From an optimization exercise on the open Yosys and OpenROAD flow, aimed at small area, a short achievable clock period and few clock cycles; shortcuts taken in it are not production practice. Power figures rest on the tool's default switching activity, not on a simulated workload.

== job 101 ==
==> flow/design.v <==
package ahb_pkg;
    typedef logic [1:0] trans_t;
    localparam trans_t HTRANS_IDLE   = 2'b00;
    localparam trans_t HTRANS_BUSY   = 2'b01;    
    localparam trans_t HTRANS_NONSEQ = 2'b10;    
    localparam trans_t HTRANS_SEQ    = 2'b11;
    typedef logic [2:0] burst_t;
    localparam burst_t HBURST_SINGLE = 3'b000;
    localparam burst_t HBURST_INCR   = 3'b001;   
    localparam burst_t HBURST_INCR4  = 3'b011;
    localparam burst_t HBURST_INCR8  = 3'b101;
    localparam burst_t HBURST_INCR16 = 3'b111;
    localparam int WORD_STEP = 4;
endpackage
package master_pkg;
    localparam int ADDR_W = 32;
    localparam int DATA_W = 32;
    localparam int LEN_W = 4;    
    typedef logic [ADDR_W-1:0] addr_t;
    typedef logic [DATA_W-1:0] data_t;
    typedef logic [LEN_W-1:0]  len_t;
endpackage
`timescale 1ns/1ps
module beat_fifo
(
    input  logic   i_clk,
    input  logic   i_load,
    input  master_pkg::data_t  i_data,
    output master_pkg::data_t  o_data
);
    master_pkg::data_t word_q;
    assign o_data = word_q;
    always_ff @(posedge i_clk) begin
        if (i_load) begin
            word_q <= i_data;
        end
    end
endmodule
`timescale 1ns/1ps
module ahb_handshake
(
    input  logic   i_wdata_valid,
    input  logic   i_rdata_ready,
    input  logic   i_hready,
    input  logic   i_t0,
    input  logic   i_tw,
    input  logic   i_twh,
    input  logic   i_tr,
    input  logic   i_trh,
    input  logic   i_idle,
    input  logic   i_l0,
    input  logic   i_lw,
    input  logic   i_lr,
    input  logic   i_wr_free,
    input  logic   i_dp_wr,
    input  logic   i_rd_held,
    input  logic   i_dp_rd,
    output logic   o_active,
    output logic   o_req_ready,
    output logic   o_wdata_ready,
    output logic   o_rdata_valid
);
    assign o_active      = i_t0 | (i_wdata_valid & i_tw) | (i_rdata_ready & i_tr)
                                | (i_hready & i_wdata_valid & i_twh) | (i_hready & i_rdata_ready & i_trh);
    assign o_req_ready   = i_idle | (i_hready & i_l0) | (i_hready & i_wdata_valid & i_lw)
                                  | (i_hready & i_rdata_ready & i_lr);
    assign o_wdata_ready = i_wr_free | (i_hready & i_dp_wr);
    assign o_rdata_valid = i_rd_held | (i_hready & i_dp_rd);
endmodule
module ahb_txn_ctrl
(
    input  logic   i_clk,
    input  logic   i_reset_n,
    input  logic   i_req_valid,
    input  logic   i_req_read,
    input  master_pkg::addr_t  i_req_addr,
    input  master_pkg::len_t   i_req_len,
    output logic   o_req_ready,
    input  logic   i_wdata_valid,
    output logic   o_wdata_ready,
    output logic   o_wr_load,
    output logic   o_rdata_valid,
    input  logic   i_rdata_ready,
    output logic   o_rd_load,
    output logic   o_rd_sel,              
    input  logic   i_hready,
    output logic   o_hsel,
    output master_pkg::addr_t  o_haddr,
    output ahb_pkg::trans_t o_htrans,
    output ahb_pkg::burst_t o_hburst,
    output logic   o_hwrite
);
    logic          ld_q, st_q, shown_q;
    logic          wr_held_q, rd_held_q, dp_wr_q, dp_rd_q;
    logic          hwrite_q;
    logic [2:0]    hburst_q;
    logic [3:0]    rem_q;
    logic [29:0]   haddr_q;
    logic          last, cw, cr;
    logic          t0, tw, twh, tr, trh;
    logic          active, samp, done, take, req_ready;
    logic          wr_push, wr_pop, rd_in;
    assign last = (rem_q == 4'd0);
    assign cw   = ld_q & !shown_q & hwrite_q;
    assign cr   = ld_q & !shown_q & !hwrite_q;
    assign t0   = (ld_q & shown_q) | (cw & wr_held_q & !dp_wr_q) | (cr & !rd_held_q & !dp_rd_q);
    assign tw   = cw & !wr_held_q;       
    assign twh  = cw & dp_wr_q;          
    assign tr   = cr & rd_held_q;        
    assign trh  = cr & dp_rd_q;          
    ahb_handshake u_hs (
        .i_wdata_valid(i_wdata_valid), .i_rdata_ready(i_rdata_ready), .i_hready(i_hready),
        .i_t0(t0), .i_tw(tw), .i_twh(twh), .i_tr(tr), .i_trh(trh),
        .i_idle(!ld_q), .i_l0(last & t0), .i_lw(last & (tw | twh)), .i_lr(last & (tr | trh)),
        .i_wr_free(!wr_held_q), .i_dp_wr(dp_wr_q), .i_rd_held(rd_held_q), .i_dp_rd(dp_rd_q),
        .o_active(o_htrans[1]), .o_req_ready(o_req_ready),
        .o_wdata_ready(o_wdata_ready), .o_rdata_valid(o_rdata_valid)
    );
    assign active    = t0 | (i_wdata_valid & (tw | (twh & i_hready)))
                          | (i_rdata_ready & (tr | (trh & i_hready)));
    assign samp      = i_hready & active;
    assign done      = samp & last;
    assign req_ready = !ld_q | done;
    assign take      = i_req_valid & req_ready;
    assign wr_pop    = i_hready & dp_wr_q;
    assign wr_push   = i_wdata_valid & (!wr_held_q | wr_pop);
    assign o_wr_load = wr_push;
    assign rd_in     = i_hready & dp_rd_q;
    assign o_rd_load = !rd_held_q;
    assign o_rd_sel  = rd_held_q;
    always_ff @(posedge i_clk or negedge i_reset_n) begin
        if (!i_reset_n) begin
            ld_q      <= 1'b0;
            st_q      <= 1'b0;
            shown_q   <= 1'b0;
            wr_held_q <= 1'b0;
            rd_held_q <= 1'b0;
            dp_wr_q   <= 1'b0;
            dp_rd_q   <= 1'b0;
        end else begin
            ld_q      <= take | (ld_q & !done);
            st_q      <= !take & !done & (samp | st_q);
            shown_q   <= active & !i_hready;
            wr_held_q <= wr_push | (wr_held_q & !wr_pop);
            rd_held_q <= (rd_in | rd_held_q) & !i_rdata_ready;
            if (i_hready) begin
                dp_wr_q <= samp & hwrite_q;
                dp_rd_q <= samp & !hwrite_q;
            end
        end
    end
    always_ff @(posedge i_clk) begin
        if (take) begin
            haddr_q  <= i_req_addr[31:2];
            rem_q    <= i_req_len;
            hwrite_q <= !i_req_read;
            case (i_req_len)
                4'd0:    hburst_q <= ahb_pkg::HBURST_SINGLE;
                4'd3:    hburst_q <= ahb_pkg::HBURST_INCR4;
                4'd7:    hburst_q <= ahb_pkg::HBURST_INCR8;
                4'd15:   hburst_q <= ahb_pkg::HBURST_INCR16;
                default: hburst_q <= ahb_pkg::HBURST_INCR;
            endcase
        end else if (samp) begin
            haddr_q[7:0] <= haddr_q[7:0] + 8'd1;    
            rem_q        <= rem_q - 4'd1;
        end
    end
    assign o_htrans[0] = st_q;
    assign o_hsel      = ld_q;
    assign o_haddr     = {haddr_q, 2'b00};
    assign o_hburst    = hburst_q;
    assign o_hwrite    = hwrite_q;
endmodule
`timescale 1ns/1ps
module ahb_master
(
    input  logic   i_clk,
    input  logic   i_reset_n,
    input  logic   i_req_valid,
    input  logic   i_req_read,
    input  master_pkg::addr_t  i_req_addr,
    input  master_pkg::len_t   i_req_len,
    output logic   o_req_ready,
    input  logic   i_wdata_valid,
    input  master_pkg::data_t  i_wdata,
    output logic   o_wdata_ready,
    output logic   o_rdata_valid,
    output master_pkg::data_t  o_rdata,
    input  logic   i_rdata_ready,
    output logic   o_hsel,
    output master_pkg::addr_t  o_haddr,
    output ahb_pkg::trans_t o_htrans,
    output ahb_pkg::burst_t o_hburst,
    output logic   o_hwrite,
    output master_pkg::data_t  o_hwdata,
    input  master_pkg::data_t  i_hrdata,
    input  logic   i_hready
);
    logic wr_load, rd_load, rd_sel;
    master_pkg::data_t rd_word;
    beat_fifo u_wr_buf (
        .i_clk(i_clk), .i_load(wr_load), .i_data(i_wdata), .o_data(o_hwdata)
    );
    beat_fifo u_rd_buf (
        .i_clk(i_clk), .i_load(rd_load), .i_data(i_hrdata), .o_data(rd_word)
    );
    assign o_rdata = rd_sel ? rd_word : i_hrdata;
    ahb_txn_ctrl u_ctrl (
        .i_clk(i_clk), .i_reset_n(i_reset_n),
        .i_req_valid(i_req_valid), .i_req_read(i_req_read),
        .i_req_addr(i_req_addr), .i_req_len(i_req_len), .o_req_ready(o_req_ready),
        .i_wdata_valid(i_wdata_valid), .o_wdata_ready(o_wdata_ready), .o_wr_load(wr_load),
        .o_rdata_valid(o_rdata_valid), .i_rdata_ready(i_rdata_ready),
        .o_rd_load(rd_load), .o_rd_sel(rd_sel),
        .i_hready(i_hready),
        .o_hsel(o_hsel), .o_haddr(o_haddr), .o_htrans(o_htrans),
        .o_hburst(o_hburst), .o_hwrite(o_hwrite)
    );
endmodule
Settings: LEC_CHECK=0, ABC_AREA=1, CAP_MARGIN=20, CORE_MARGIN=2, CORE_UTILIZATION=40, SETUP_SLACK_MARGIN=1.8, SLEW_MARGIN=20, SYNTH_HIERARCHICAL=1, SYNTH_MINIMUM_KEEP_SIZE=0; clock period 4.5 ns.
standard.sh (not shown) runs the stock make flow with config.mk's settings and CLKGATE_MAP_FILE= SYNTH_SCRIPT=/design/flow/synth_recipe.tcl, a recipe that flattens the netlist after the stock synthesis.
==> flow/flow/run.sh <==
#!/bin/bash
# Standard layout; ports buffered with the smallest buffer, sizing free to change footprints
bash standard.sh BUFFER_PORTS_ARGS="-buffer_cell sky130_fd_sc_hd__buf_1" MATCH_CELL_FOOTPRINT=0 finish > standard.log 2>&1
## Diff of input files: job 102 against job 101
- SETUP_SLACK_MARGIN changed from 1.8 to 2.0
- Job 102: PASS, flow complete, no timing, DRC or antenna violations
- In job 102, count of cells resized by post-cts repair is higher than in job 101.
- Summary of job 102 over job 101: reported sequential group power did not really move; global-route wire length before repair went up; final area went up.
- Job 102 ended up with sky130_fd_sc_hd__dfrtp_2 as its slowest cell on the critical path; job 101 ended up with sky130_fd_sc_hd__edfxtp_1.
No functional check of the RTL was part of any run of this note.

separate check: timing with driven ports:
How much do the figures lean on ideal ports? The routed layouts below were timed once more, with nothing changed but the port constraints.
Step 1, drivers: a clkbuf_16 drives i_clk and a buf_2 each remaining input, both assumed.
Step 2 times the ports against the registers' clock, not the clock port: input delays grow and output delays shrink by t, the midpoint of the rising clock arrivals with the driver on.
a / b / c = no drivers / after step 1 / after step 2; a / b = the first two.
| run | t (ns) | setup WS [ns] | clock arrival spread, ns | pins driven straight from the clock port |
|---|---|---|---|---|
| job 101 | 0.407 | 1.923 / 1.892 / 1.621 | 0.011 / 0.012 | 1 |
| job 102 | 0.384 | 1.992 / 1.962 / 1.839 | 0.013 / 0.013 | 1 |
After both steps setup and hold are still met in every run listed. For job 101, which loses most, drivers alone change the setup slack by -0.031 ns; drivers and shift together by -0.302 ns.
